Source: an optimization exercise on an open RTL-to-GDS flow (aim: small area, a short achievable clock period and few clock cycles per item). Production flows keep margins and buffers that such runs may drop.
The RTL was checked by simulation tests, not by an equivalence proof against the original design.
No activity file was given, so power comes from the tool's default toggle rates.

==> design.v <==
module systolic_array_nxn #(
    parameter int unsigned N      = 4,
    parameter int unsigned DATA_W = 8,
    parameter int unsigned K_MAX  = 16,
    parameter int unsigned ACC_W  = 20,
    localparam int unsigned KW    = $clog2(K_MAX + 1)
) (
    input  logic                   clk,
    input  logic                   rst,
    input  logic                   enable,
    input  logic                   start,
    input  logic [KW-1:0]          k_len,
    input  logic                   in_valid,
    input  logic [N*DATA_W-1:0]    a_col,
    input  logic [N*DATA_W-1:0]    b_row,
    input  logic                   out_ready,
    output logic                   busy,
    output logic                   in_ready,
    output logic                   out_valid,
    output logic [N*N*ACC_W-1:0]   c_flat,
    output logic                   ovf
);
    localparam int unsigned PW = 29;    
    localparam logic [1:0] StIdle  = 2'd0;
    localparam logic [1:0] StFeed  = 2'd1;
    localparam logic [1:0] StFlush = 2'd2;
    localparam logic [1:0] StDone  = 2'd3;
    logic [1:0]        state_q, state_d;
    logic [KW-1:0]     rem_q, rem_d;
    logic              busy_q, rdy_q, out_valid_q, idle_q;
    logic [PW-1:0]     p_q   [N][N];        
    logic [ACC_W-1:0]  acc_q [N][N];
    logic accept;
    assign in_ready = rdy_q & enable;
    assign accept   = in_valid & in_ready;
    for (genvar i = 0; i < N; i++) begin : g_row
        for (genvar j = 0; j < N; j++) begin : g_col
            logic [PW-1:0]    np_d;
            logic [ACC_W-1:0] nsum;    
            prod_tree u_prod (
                .a  (a_col[i*DATA_W +: DATA_W]),
                .b  (b_row[j*DATA_W +: DATA_W]),
                .np (np_d)
            );
            always_ff @(posedge clk) p_q[i][j] <= ~(np_d | {PW{~accept}});
            acc_add u_acc (
                .acc (acc_q[i][j]),
                .p   (p_q[i][j]),
                .ns  (nsum)
            );
            always_ff @(posedge clk) acc_q[i][j] <= ~(nsum | {ACC_W{idle_q}});
        end
    end
    always_comb begin
        state_d = state_q;
        rem_d   = rem_q;
        case (state_q)
            StIdle: begin
                if (start) begin
                    rem_d   = k_len;
                    state_d = (k_len == '0) ? StDone : StFeed;
                end
            end
            StFeed: begin
                if (accept) begin
                    rem_d = rem_q - KW'(1);
                    if (rem_q == KW'(1)) state_d = StFlush;
                end
            end
            StFlush: state_d = StDone;
            StDone: begin
                if (out_ready) state_d = StIdle;
            end
            default: state_d = StIdle;
        endcase
    end
    always_ff @(posedge clk or posedge rst) begin
        if (rst) begin
            state_q     <= StIdle;
            rem_q       <= '0;
            busy_q      <= 1'b0;
            rdy_q       <= 1'b0;
            out_valid_q <= 1'b0;
            idle_q      <= 1'b1;
        end else if (enable) begin
            state_q     <= state_d;
            rem_q       <= rem_d;
            busy_q      <= (state_d != StIdle);
            rdy_q       <= (state_d == StFeed);
            out_valid_q <= (state_d == StDone);
            idle_q      <= (state_d == StIdle);
        end
    end
    always_comb begin
        for (int i = 0; i < N; i++) begin
            for (int j = 0; j < N; j++) begin
                c_flat[(i*N+j)*ACC_W +: ACC_W] = acc_q[i][j];
            end
        end
    end
    assign busy      = busy_q;
    assign out_valid = out_valid_q;
    assign ovf       = 1'b0;
endmodule
module prod_tree (
    input  logic [7:0] a,
    input  logic [7:0] b,
    output logic [28:0] np
);
    logic n4, n5, n6, n7, n8, n10, n11, n12, n13, n14, n15, n16, n17, n18, n19, n20, n21, n22, n23, n24, n25, n26, n27, n28, n29, n30, n31, n32, n33, n34, n35, n36, n37, n38, n39, n40, n41, n42, n43, n44, n45, n46, n47, n48, n49, n50, n51, n52, n53, n54, n55, n56, n57, n58, n59, n60, n61, n62, n63, n65, n66, n67, n68, n69, n70, n71, n72, n73, n74, n75, n76, n77, n78, n79, n80, n81, n82, n83, n84, n85, n86, n87, n88, n89, n90, n91, n92, n93, n94, n95, n96, n97, n98, n99, n100, n101, n102, n103, n104, n105, n106, n107, n108, n109, n110, n111, n112, n113, n114, n115, n116, n117, n118, n119, n120, n121, n122, n123, n124;
    assign np[0] = ~(a[0] & b[0]);
    assign np[1] = ~(a[0] & b[1]);
    assign np[3] = ~(a[0] & b[2]);
    assign n4 = ~(a[0] & b[3]);
    assign n5 = ~(a[0] & b[4]);
    assign n6 = ~(a[0] & b[5]);
    assign n7 = ~(a[0] & b[6]);
    assign n8 = ~(a[0] & b[7]);
    assign np[2] = ~(a[1] & b[0]);
    assign n10 = ~(a[1] & b[1]);
    assign n11 = ~(a[1] & b[2]);
    assign n12 = ~(a[1] & b[3]);
    assign n13 = ~(a[1] & b[4]);
    assign n14 = ~(a[1] & b[5]);
    assign n15 = ~(a[1] & b[6]);
    assign n16 = ~(a[1] & b[7]);
    assign n17 = ~(a[2] & b[0]);
    assign n18 = ~(a[2] & b[1]);
    assign n19 = ~(a[2] & b[2]);
    assign n20 = ~(a[2] & b[3]);
    assign n21 = ~(a[2] & b[4]);
    assign n22 = ~(a[2] & b[5]);
    assign n23 = ~(a[2] & b[6]);
    assign n24 = ~(a[2] & b[7]);
    assign n25 = ~(a[3] & b[0]);
    assign n26 = ~(a[3] & b[1]);
    assign n27 = ~(a[3] & b[2]);
    assign n28 = ~(a[3] & b[3]);
    assign n29 = ~(a[3] & b[4]);
    assign n30 = ~(a[3] & b[5]);
    assign n31 = ~(a[3] & b[6]);
    assign n32 = ~(a[3] & b[7]);
    assign n33 = ~(a[4] & b[0]);
    assign n34 = ~(a[4] & b[1]);
    assign n35 = ~(a[4] & b[2]);
    assign n36 = ~(a[4] & b[3]);
    assign n37 = ~(a[4] & b[4]);
    assign n38 = ~(a[4] & b[5]);
    assign n39 = ~(a[4] & b[6]);
    assign n40 = ~(a[4] & b[7]);
    assign n41 = ~(a[5] & b[0]);
    assign n42 = ~(a[5] & b[1]);
    assign n43 = ~(a[5] & b[2]);
    assign n44 = ~(a[5] & b[3]);
    assign n45 = ~(a[5] & b[4]);
    assign n46 = ~(a[5] & b[5]);
    assign n47 = ~(a[5] & b[6]);
    assign n48 = ~(a[5] & b[7]);
    assign n49 = ~(a[6] & b[0]);
    assign n50 = ~(a[6] & b[1]);
    assign n51 = ~(a[6] & b[2]);
    assign n52 = ~(a[6] & b[3]);
    assign n53 = ~(a[6] & b[4]);
    assign n54 = ~(a[6] & b[5]);
    assign n55 = ~(a[6] & b[6]);
    assign n56 = ~(a[6] & b[7]);
    assign n57 = ~(a[7] & b[0]);
    assign n58 = ~(a[7] & b[1]);
    assign n59 = ~(a[7] & b[2]);
    assign n60 = ~(a[7] & b[3]);
    assign n61 = ~(a[7] & b[4]);
    assign n62 = ~(a[7] & b[5]);
    assign n63 = ~(a[7] & b[6]);
    assign np[27] = ~(a[7] & b[7]);
    fa u66 (.x(n21), .y(n14), .z(1'b1), .s(n65), .co(n66));
    fa u68 (.x(n29), .y(n15), .z(n22), .s(n67), .co(n68));
    fa u70 (.x(n43), .y(n36), .z(1'b1), .s(n69), .co(n70));
    fa u72 (.x(n30), .y(n16), .z(n23), .s(n71), .co(n72));
    fa u74 (.x(n44), .y(n37), .z(1'b1), .s(n73), .co(n74));
    fa u76 (.x(n38), .y(n24), .z(n31), .s(n75), .co(n76));
    fa u78 (.x(n19), .y(n12), .z(1'b1), .s(n77), .co(n78));
    fa u80 (.x(n27), .y(n13), .z(n20), .s(n79), .co(n80));
    fa u82 (.x(n41), .y(n34), .z(1'b1), .s(n81), .co(n82));
    fa u84 (.x(n42), .y(n28), .z(n35), .s(n83), .co(n84));
    fa u86 (.x(n65), .y(n49), .z(n7), .s(n85), .co(n86));
    fa u88 (.x(n8), .y(n50), .z(n57), .s(n87), .co(n88));
    fa u90 (.x(n67), .y(n66), .z(n69), .s(n89), .co(n90));
    fa u92 (.x(n70), .y(n51), .z(n58), .s(n91), .co(n92));
    fa u94 (.x(n71), .y(n73), .z(n68), .s(n93), .co(n94));
    fa u96 (.x(n59), .y(n45), .z(n52), .s(n95), .co(n96));
    fa u98 (.x(n75), .y(n74), .z(n72), .s(n97), .co(n98));
    fa u100 (.x(n46), .y(n32), .z(n39), .s(n99), .co(n100));
    fa u102 (.x(n76), .y(n53), .z(n60), .s(n101), .co(n102));
    fa u104 (.x(n54), .y(n40), .z(n47), .s(n103), .co(n104));
    fa u106 (.x(n18), .y(n11), .z(1'b1), .s(n105), .co(n106));
    fa u108 (.x(n5), .y(n26), .z(n33), .s(n107), .co(n108));
    fa u110 (.x(n81), .y(n6), .z(n78), .s(n109), .co(n110));
    fa u112 (.x(n83), .y(n82), .z(n80), .s(n111), .co(n112));
    fa u114 (.x(n86), .y(n84), .z(n87), .s(n113), .co(n114));
    fa u116 (.x(n90), .y(n88), .z(n91), .s(n115), .co(n116));
    fa u118 (.x(n94), .y(n95), .z(n92), .s(n117), .co(n118));
    fa u120 (.x(n101), .y(n96), .z(n99), .s(n119), .co(n120));
    fa u122 (.x(n103), .y(n61), .z(n100), .s(n121), .co(n122));
    fa u124 (.x(n62), .y(n48), .z(n55), .s(n123), .co(n124));
    fa u126 (.x(n17), .y(n10), .z(1'b1), .s(np[4]), .co(np[5]));
    fa u128 (.x(n105), .y(n25), .z(n4), .s(np[6]), .co(np[7]));
    fa u130 (.x(n107), .y(n106), .z(n77), .s(np[8]), .co(np[9]));
    fa u132 (.x(n109), .y(n108), .z(n79), .s(np[10]), .co(np[11]));
    fa u134 (.x(n111), .y(n110), .z(n85), .s(np[12]), .co(np[13]));
    fa u136 (.x(n113), .y(n112), .z(n89), .s(np[14]), .co(np[15]));
    fa u138 (.x(n115), .y(n93), .z(n114), .s(np[16]), .co(np[17]));
    fa u140 (.x(n117), .y(n97), .z(n116), .s(np[18]), .co(np[19]));
    fa u142 (.x(n119), .y(n98), .z(n118), .s(np[20]), .co(np[21]));
    fa u144 (.x(n120), .y(n102), .z(n121), .s(np[22]), .co(np[24]));
    fa u146 (.x(n122), .y(n104), .z(n123), .s(np[23]), .co(np[26]));
    fa u148 (.x(n124), .y(n56), .z(n63), .s(np[25]), .co(np[28]));
endmodule
module acc_add (
    input  logic [19:0] acc,
    input  logic [28:0] p,
    output logic [19:0] ns
);
    logic n1, n2, n3, n4, n5, n6, n7, n8, n9, n10, n11, n12, n13, n14, n15, n16, n17, n18, n19, n20, n21, n22, n23, n24, n25, n26, n27, n28, n29, n30, n31, n32, n33, n34, n35, n36, n37, n38, n39, n40, n41, n42, n43, n44, n45, n46, n47, n48, n49, n50, n51, n52, n53, n54, n55, n56, n57, n58, n59, n60, n61, n62, n63, n64, n65, n66, n67, n68, n69, n70, n71, n72, n73, n74, n75, n76, n77, n78, n79, n80, n81, n82, n83, n84, n85, n86, n87, n88, n89, n90, n91, n92, n93, n94, n95, n96, n97, n98, n99, n100, n101, n102, n103, n104, n105, n106, n107, n108, n109, n110, n111, n112, n113, n114, n115, n116, n117, n118, n119, n120, n121, n122, n123, n124, n125, n126, n127, n128, n129, n130, n131, n132, n133, n134;
    assign n1 = acc[1] ^ p[1];
    assign n2 = acc[1] & p[1];
    fa u4 (.x(p[4]), .y(acc[2]), .z(p[3]), .s(n3), .co(n4));
    fa u6 (.x(p[6]), .y(acc[3]), .z(p[5]), .s(n5), .co(n6));
    fa u8 (.x(p[8]), .y(acc[4]), .z(p[7]), .s(n7), .co(n8));
    fa u10 (.x(p[9]), .y(acc[5]), .z(p[10]), .s(n9), .co(n10));
    fa u12 (.x(p[12]), .y(acc[6]), .z(p[11]), .s(n11), .co(n12));
    fa u14 (.x(p[14]), .y(acc[7]), .z(p[13]), .s(n13), .co(n14));
    fa u16 (.x(p[16]), .y(acc[8]), .z(p[15]), .s(n15), .co(n16));
    fa u18 (.x(p[18]), .y(acc[9]), .z(p[17]), .s(n17), .co(n18));
    fa u20 (.x(p[20]), .y(acc[10]), .z(p[19]), .s(n19), .co(n20));
    fa u22 (.x(p[22]), .y(acc[11]), .z(p[21]), .s(n21), .co(n22));
    fa u24 (.x(p[24]), .y(acc[12]), .z(p[23]), .s(n23), .co(n24));
    fa u26 (.x(p[26]), .y(acc[13]), .z(p[25]), .s(n25), .co(n26));
    fa u28 (.x(p[28]), .y(acc[14]), .z(p[27]), .s(n27), .co(n28));
    assign n29 = acc[0] & p[0];
    assign n30 = acc[0] ^ p[0];
    assign n31 = p[2] & n1;
    assign n32 = p[2] ^ n1;
    assign n33 = n2 & n3;
    assign n34 = n2 ^ n3;
    assign n35 = n4 & n5;
    assign n36 = n4 ^ n5;
    assign n37 = n6 & n7;
    assign n38 = n6 ^ n7;
    assign n39 = n8 & n9;
    assign n40 = n8 ^ n9;
    assign n41 = n10 & n11;
    assign n42 = n10 ^ n11;
    assign n43 = n12 & n13;
    assign n44 = n12 ^ n13;
    assign n45 = n14 & n15;
    assign n46 = n14 ^ n15;
    assign n47 = n16 & n17;
    assign n48 = n16 ^ n17;
    assign n49 = n18 & n19;
    assign n50 = n18 ^ n19;
    assign n51 = n20 & n21;
    assign n52 = n20 ^ n21;
    assign n53 = n22 & n23;
    assign n54 = n22 ^ n23;
    assign n55 = n24 & n25;
    assign n56 = n24 ^ n25;
    assign n57 = n26 & n27;
    assign n58 = n26 ^ n27;
    assign n59 = acc[15] & n28;
    assign n60 = acc[15] ^ n28;
    assign n61 = acc[16] & 1'b0;
    assign n62 = acc[16] ^ 1'b0;
    assign n63 = acc[17] & 1'b0;
    assign n64 = acc[17] ^ 1'b0;
    assign n65 = acc[18] & 1'b0;
    assign n66 = acc[18] ^ 1'b0;
    assign n67 = acc[19] & 1'b0;
    assign n68 = acc[19] ^ 1'b0;
    assign n69 = n31 | (n32 & n29);
    assign n70 = n32 & n30;
    assign n71 = n35 | (n36 & n33);
    assign n72 = n36 & n34;
    assign n73 = n39 | (n40 & n37);
    assign n74 = n40 & n38;
    assign n75 = n43 | (n44 & n41);
    assign n76 = n44 & n42;
    assign n77 = n47 | (n48 & n45);
    assign n78 = n48 & n46;
    assign n79 = n51 | (n52 & n49);
    assign n80 = n52 & n50;
    assign n81 = n55 | (n56 & n53);
    assign n82 = n56 & n54;
    assign n83 = n59 | (n60 & n57);
    assign n84 = n60 & n58;
    assign n85 = n63 | (n64 & n61);
    assign n86 = n64 & n62;
    assign n87 = n67 | (n68 & n65);
    assign n88 = n68 & n66;
    assign n89 = n71 | (n72 & n69);
    assign n90 = n72 & n70;
    assign n91 = n75 | (n76 & n73);
    assign n92 = n76 & n74;
    assign n93 = n79 | (n80 & n77);
    assign n94 = n80 & n78;
    assign n95 = n83 | (n84 & n81);
    assign n96 = n84 & n82;
    assign n97 = n87 | (n88 & n85);
    assign n98 = n88 & n86;
    assign n99 = n91 | (n92 & n89);
    assign n100 = n92 & n90;
    assign n101 = n95 | (n96 & n93);
    assign n102 = n96 & n94;
    assign n103 = n101 | (n102 & n99);
    assign n104 = n102 & n100;
    assign n105 = n93 | (n94 & n99);
    assign n106 = n94 & n100;
    assign n107 = n97 | (n98 & n103);
    assign n108 = n98 & n104;
    assign n109 = n73 | (n74 & n89);
    assign n110 = n74 & n90;
    assign n111 = n77 | (n78 & n99);
    assign n112 = n78 & n100;
    assign n113 = n81 | (n82 & n105);
    assign n114 = n82 & n106;
    assign n115 = n85 | (n86 & n103);
    assign n116 = n86 & n104;
    assign n117 = n33 | (n34 & n69);
    assign n118 = n34 & n70;
    assign n119 = n37 | (n38 & n89);
    assign n120 = n38 & n90;
    assign n121 = n41 | (n42 & n109);
    assign n122 = n42 & n110;
    assign n123 = n45 | (n46 & n99);
    assign n124 = n46 & n100;
    assign n125 = n49 | (n50 & n111);
    assign n126 = n50 & n112;
    assign n127 = n53 | (n54 & n105);
    assign n128 = n54 & n106;
    assign n129 = n57 | (n58 & n113);
    assign n130 = n58 & n114;
    assign n131 = n61 | (n62 & n103);
    assign n132 = n62 & n104;
    assign n133 = n65 | (n66 & n115);
    assign n134 = n66 & n116;
    assign ns[0] = ~n30;
    assign ns[1] = ~(n32 ^ n29);
    assign ns[2] = ~(n34 ^ n69);
    assign ns[3] = ~(n36 ^ n117);
    assign ns[4] = ~(n38 ^ n89);
    assign ns[5] = ~(n40 ^ n119);
    assign ns[6] = ~(n42 ^ n109);
    assign ns[7] = ~(n44 ^ n121);
    assign ns[8] = ~(n46 ^ n99);
    assign ns[9] = ~(n48 ^ n123);
    assign ns[10] = ~(n50 ^ n111);
    assign ns[11] = ~(n52 ^ n125);
    assign ns[12] = ~(n54 ^ n105);
    assign ns[13] = ~(n56 ^ n127);
    assign ns[14] = ~(n58 ^ n113);
    assign ns[15] = ~(n60 ^ n129);
    assign ns[16] = ~(n62 ^ n103);
    assign ns[17] = ~(n64 ^ n131);
    assign ns[18] = ~(n66 ^ n115);
    assign ns[19] = ~(n68 ^ n133);
endmodule
module fa (
    input  logic x,
    input  logic y,
    input  logic z,
    output logic s,
    output logic co
);
    assign s  = x ^ y ^ z;
    assign co = (x & y) | (x & z) | (y & z);
endmodule
==> flow/run.sh <==
#!/bin/bash
# The standard layout (standard.sh), except for the port buffers: every port
# is buffered with sky130_fd_sc_hd__buf_1 (outputs drive only the 0.01 pF
# load) instead of the cell ORFS picks, and flow/ports.tcl then makes the
# buffers of input ports that fan out to several pins sky130_fd_sc_hd__buf_12,
# without the buffers placement put behind them.
set -euo pipefail
here=$(pwd)
bash standard.sh "BUFFER_PORTS_ARGS=-buffer_cell sky130_fd_sc_hd__buf_1" "PRE_RESIZE_TCL=$here/flow/ports.tcl" "POST_RESIZE_TCL=$here/flow/ports.tcl" finish > standard_flow.log 2>&1
==> flow/ports.tcl <==
# Run by ORFS just before and just after the resize step (PRE_RESIZE_TCL,
# POST_RESIZE_TCL). The ports were buffered with sky130_fd_sc_hd__buf_1
# (BUFFER_PORTS_ARGS). An input port's operand bit fans out to many gates:
# drop the buffers placement put behind the port's buffer and make the
# port's buffer a sky130_fd_sc_hd__buf_12 that drives them all itself.
proc my_is_buf {inst} {
  return [regexp {^sky130_fd_sc_hd__(clk)?buf_[0-9]+$} [[$inst getMaster] getName]]
}
proc my_out_net {inst} {
  foreach it [$inst getITerms] {
    if {[$it isOutputSignal]} { return [$it getNet] }
  }
  return "NULL"
}
set nrm 0
set nup 0
set block [ord::get_db_block]
foreach bt [$block getBTerms] {
  if {[$bt getIoType] != "INPUT"} { continue }
  set net [$bt getNet]
  if {$net eq "NULL"} { continue }
  set iterms [$net getITerms]
  if {[llength $iterms] != 1} { continue }
  set pbuf [[lindex $iterms 0] getInst]
  if {![my_is_buf $pbuf]} { continue }
  set onet [my_out_net $pbuf]
  if {$onet eq "NULL"} { continue }
  # buffers behind the port's buffer (one level, as placement leaves them)
  set behind {}
  foreach it [$onet getITerms] {
    set inst [$it getInst]
    if {$inst ne $pbuf && ![$it isOutputSignal] && [my_is_buf $inst]} {
      lappend behind [$inst getName]
    }
  }
  if {[llength $behind] > 0} {
    remove_buffers {*}$behind
    incr nrm [llength $behind]
  }
  set fanout [expr {[llength [[my_out_net $pbuf] getITerms]] - 1}]
  if {$fanout > 3 && [[$pbuf getMaster] getName] ne "sky130_fd_sc_hd__buf_12"} {
    replace_cell [$pbuf getName] sky130_fd_sc_hd__buf_12
    incr nup
  }
}
puts "Removed $nrm buffers behind input port buffers; made $nup input port buffers sky130_fd_sc_hd__buf_12"
==> standard.sh <==
#!/bin/bash
# synth_recipe.tcl (not shown) runs the flow's synth.tcl, then flattens the netlist and writes it again
# the make line also repeats each setting of config.mk as NAME=value (left out here)
make -C /OpenROAD-flow-scripts/flow DESIGN_CONFIG=/design/flow/config.mk WORK_HOME=/design/flow/orfs CLKGATE_MAP_FILE= SYNTH_SCRIPT=/design/flow/synth_recipe.tcl "${@:-finish}"
==> config.mk <==
export PLATFORM = sky130hd
export DESIGN_NAME = systolic_array_nxn
export DESIGN_NICKNAME = systolic_array_nxn
export VERILOG_FILES = /design/flow/design.v
export SDC_FILE = /design/flow/constraint.sdc
export NUM_CORES = 4
export LEC_CHECK = 0
export ABC_AREA = 1
export CAP_MARGIN = 20
export CORE_MARGIN = 2
export CORE_UTILIZATION = 40
export CTS_BUF_LIST = sky130_fd_sc_hd__clkbuf_8
export CTS_CLUSTER_DIAMETER = 80
export CTS_CLUSTER_SIZE = 16
export SLEW_MARGIN = 20
export SYNTH_HIERARCHICAL = 1
export SYNTH_MINIMUM_KEEP_SIZE = 0
==> constraint.sdc <==
create_clock -name core_clock -period 6.0 [get_ports {clk}]
set_input_delay 1.2000 -clock core_clock [delete_from_list [all_inputs] [get_ports {clk}]]
set_output_delay 1.2000 -clock core_clock [all_outputs]
set_load 0.01 [all_outputs]
==> run_results.csv <==
group,metric,value,unit
logic_synthesis,synth-compound-area-share,1.471,%
drt,drc,0,
critical_path,reg2regPathDepth,9,
sta,hold_viol,0,
drt,via_count,36410,
drt,drt-pass1-iter-count,7,
run,cap_violations,0,
critical_path,crit_chain,"buf_12, nand2_1, fa_1, fa_1, fa_1, fa_1, nor2_1",
global_route,grt_antenna_before_repair,2,
cts,h-tree-depth,3,
drt,wire_per_inst,17.19,um
sta,tightest_slew,0.8353,ns
critical_path,crit_top_cell,"fa_1",
logic_synthesis,synth.distinct_cells,34,
global_route,grt_first_pass_wirelength,217200,um
global_route,use_met1,24.46,%
critical_path,critPathTopFamily,"adder cells",
critical_path,cpMaxStageDelayCell,"fa_1",
sta,slew_viol_final,0,
power,p_leak,25.86,nW
sta,finClkSkew,0.06417,ns
cts,clock_latency,0.81,ns
logic_synthesis,synth_top_flop_cell,"dfxtp_1",
global_route,grt_max_degree,157,
logic_synthesis,synth_top_family_by_area,"adder cells",
critical_path,timing.rr.end,"acc_q[11][17]",
sta,fin_tns_setup,0,ns
sta,period_share,48.22,%
sta,holdWs,0.3682,ns
drt,viasPerCell,4.736,
sta,fin_crit,2.893,ns
sta,setup_slack,3.107,ns
place,hpwlAfterDp,98320,um
floorplan,die_w,380.3,um
power,irDropWorstVdd,200.5,uV
floorplan,coreArea,0.1411,mm2
global_route,use_met2,31.26,%
sta,rsz0062_at_grt,"no",
logic_synthesis,yosys_warnings,11,
sta,relSlewSlack,44.31,%
cts,numCtsBuffers,74,
logic_synthesis,avgSynthCellArea,10.26,um2
critical_path,path_buf_inv,1,
global_route,grt.overflow.total,0,
floorplan,num_io_pins,399,
sta,fmax,345.6,MHz
logic_synthesis,synthSimpleGateAreaFrac,16.94,%
cts,cts_max_path_buffers,3,
drt,drtIter0Drc,1607,
cts,post_cts_buffers,0,
logic_synthesis,ys_seq_area_share,28.20,%
power,power_density,293.1,mW/mm2
logic_synthesis,ys_ff_latch,795,
finish,syn2layout_area_growth,5.775,%
cts,cts-root-buf,"clkbuf_8",
logic_synthesis,synth_xor_area_share,2.227,%
drt,wl,132200,um
floorplan,die-area,0.1446,mm2
critical_path,rrSetupSlack,3.21,ns
finish,drive_above_1_share,6.247,%
critical_path,cp-start-kind,"input port",
floorplan,initial_core_util,40.15,%
sta,setup_violations,0,
logic_synthesis,synth_mux_area_share,0,%
cts,hold_buffers,0,
worst_hold_path,min_path_type,"input port to async pin",
cts,cts_tree,"done",
critical_path,timing.rr.start,"acc_q[11][11]",
floorplan,die_h,380.3,um
cts,cts_sinks,795,
logic_synthesis,synthAdderAreaFrac,42.04,%
drt,postRouteAntennaNets,0,
cts,cts_resized,0,
logic_synthesis,synth_edf_count,0,
cts,clk_pin_slew,0.11,ns
critical_path,worstSetupPathType,"input port to register",
finish,final_util,42.46,%
global_route,track_usage,19.12,%
place,io_buffers,397,
critical_path,cpPeakStageDelay,0.53,ns
logic_synthesis,synthArstFlopShare,1.384,%
logic_synthesis,synthesis.area,0.05663,mm2
global_route,grt_pass1_vias,39310,
global_route,grt_util_met3,5.547,%
place,gp_congestion,0.8122,
finish,num-nets-final,7124,
critical_path,worst_ep_required_time,6.67,ns
logic_synthesis,synth_cells,5521,
critical_path,crit_fanout,32,
critical_path,end_kind,"register",
global_route,grt.busiest_layer,"met2",
critical_path,arrival,3.56,ns
outcome,outcome,"finished clean",
floorplan,rows,138,
place,post-place-ws,2.322,ns
## sequential cells by signal, summed over array words and instances (netlist names)
name and flops:
rem_q 5, busy_q 1, rdy_q 1, p_q 464, idle_q 1, out_valid_q 1
acc_q 320, state_q 2
## Yosys stat by module (local to each module, per instance)
| module | times used | cell area [um2] |
|---|---|---|
| systolic_array_nxn | 1 | 20140 |
| acc_add | 16 | 753.2 |
| prod_tree | 16 | 426.7 |
| fa | 880 | 20.02 |
## worst max-delay path by stage
stage | endpoint | startpoint | slack [ns] | cells after the start
2_1_floorplan | p_q[0][18] | a_col[4] | 2.62 | 7
3_3_place_gp | p_q[13][18] | a_col[25] | 1.79 | 7
3_5_place_dp | p_q[13][18] | b_row[12] | 2.32 | 7
4_1_cts | c_flat[151] | acc_q[7][11] | 3.06 | 1
5_1_grt | c_flat[151] | acc_q[7][11] | 2.98 | 1
6_report | p_q[13][18] | b_row[12] | 3.11 | 7
## kinds of logic after synthesis
group / after synthesis
fa+ha+maj: 1298
flops: 795
xor+xnor: 144
simple gates: 2397
other cells: 17
compound gates: 138
buf+inv: 732
## cell type report
cell class	count	area [um2]
well taps	1890	2365
diodes	3	7.507
multi-input cells	4090	35920
inverters	387	1460
fillers	13830	81160
repair buffers	403	2643
clock buffers	80	1101
flip-flops and latches	795	15980
clock inverters	40	430.4
## per-stage QoR
step	area (um2)	total power [mW]	std cells
5_1_grt	59900	19.30	7687
3_5_place_dp	58360	14.21	7565
6_report	59900	17.56	7688
3_3_place_gp	57670	13.96	7602
4_1_cts	59900	17.98	7685
2_1_floorplan	56990	12.12	5617
## routing by layer
layer,routed length (um),vias up
met2,62120,883
met1,55690,18530
met5,0,-
met4,4086,0
met3,10270,190
li1,-,16810
## cells in the final DEF, fill, tap and decap left out, types with 2 or more instances in the layout
| cell | instances |
|---|---|
| bufinv_16 | 3 |
| xnor2_1 | 128 |
| clkinvlp_4 | 5 |
| fa_1 | 1008 |
| dfxtp_1 | 784 |
| buf_4 | 2 |
| inv_1 | 386 |
| nand2_1 | 1358 |
| a21oi_2 | 32 |
| nor2_2 | 32 |
| or2_2 | 3 |
| and2_1 | 16 |
| diode_2 | 3 |
| nor2_4 | 2 |
| nand2_4 | 17 |
| nand3_1 | 74 |
| conb_1 | 113 |
| o21ai_0 | 21 |
| dfrtp_1 | 10 |
| clkbuf_8 | 80 |
| a31oi_1 | 16 |
| buf_1 | 332 |
| clkinv_2 | 4 |
| xor2_1 | 16 |
| buf_12 | 69 |
| inv_8 | 10 |
| a21oi_1 | 67 |
| inv_2 | 3 |
| nor2_1 | 810 |
| ha_1 | 290 |
| inv_6 | 8 |
| inv_12 | 2 |
| clkinv_4 | 4 |
| nand2_2 | 80 |
| clkinv_8 | 2 |
## cell usage after synthesis, types with 2 or more instances
cell / instances / area [um2]
o21ai_0: 21 / 105.1
xor2_1: 16 / 140.1
nand2_2: 80 / 500.5
a21oi_2: 32 / 280.3
a31oi_1: 16 / 100.1
xnor2_1: 128 / 1121
nor2_2: 32 / 200.2
nand3_1: 74 / 370.4
nand2_4: 17 / 191.4
nor2_1: 810 / 3040
dfrtp_1: 10 / 250.2
or2_2: 3 / 18.77
buf_2: 29 / 145.1
fa_1: 1008 / 20180
clkbuf_1: 7 / 26.28
ha_1: 290 / 3628
nand2_1: 1358 / 5097
and2_1: 16 / 100.1
conb_1: 17 / 63.81
dfxtp_1: 784 / 15700
nor2_4: 2 / 22.52
inv_2: 4 / 15.01
inv_1: 383 / 1438
buf_6: 308 / 3468
a21oi_1: 67 / 335.3
## power breakdown
group          internal, mW  switching (mW)
registers              6.16           0.812
logic                  2.81            4.16
clock network          1.45            2.17
Testbench counts, summed over its fixed seeds: cycles 44,891, jobs 3,200.

what the ideal ports hide:
The flow's constraints put no driver on any port. The routed layout listed below was extracted and timed again, unchanged, in two steps. Step 1 assumes that a clkbuf_16 drives the clock port and a buf_2 every other input. Step 2 also shifts input and output timing later by t, the mid clock arrival at the registers, as if the neighbouring blocks saw the same clock. Slacks: ideal ports / drivers / drivers and shift; pairs: ideal ports / drivers.
t, ns: 0.850
setup slack, ns: 3.107 / 3.074 / 2.225
slew at the worst register clock pin (ns): 0.11 / 0.11
After both steps setup and hold are still met in this run. For this run, drivers alone change the setup slack by -0.033 ns; drivers and shift together by -0.882 ns.
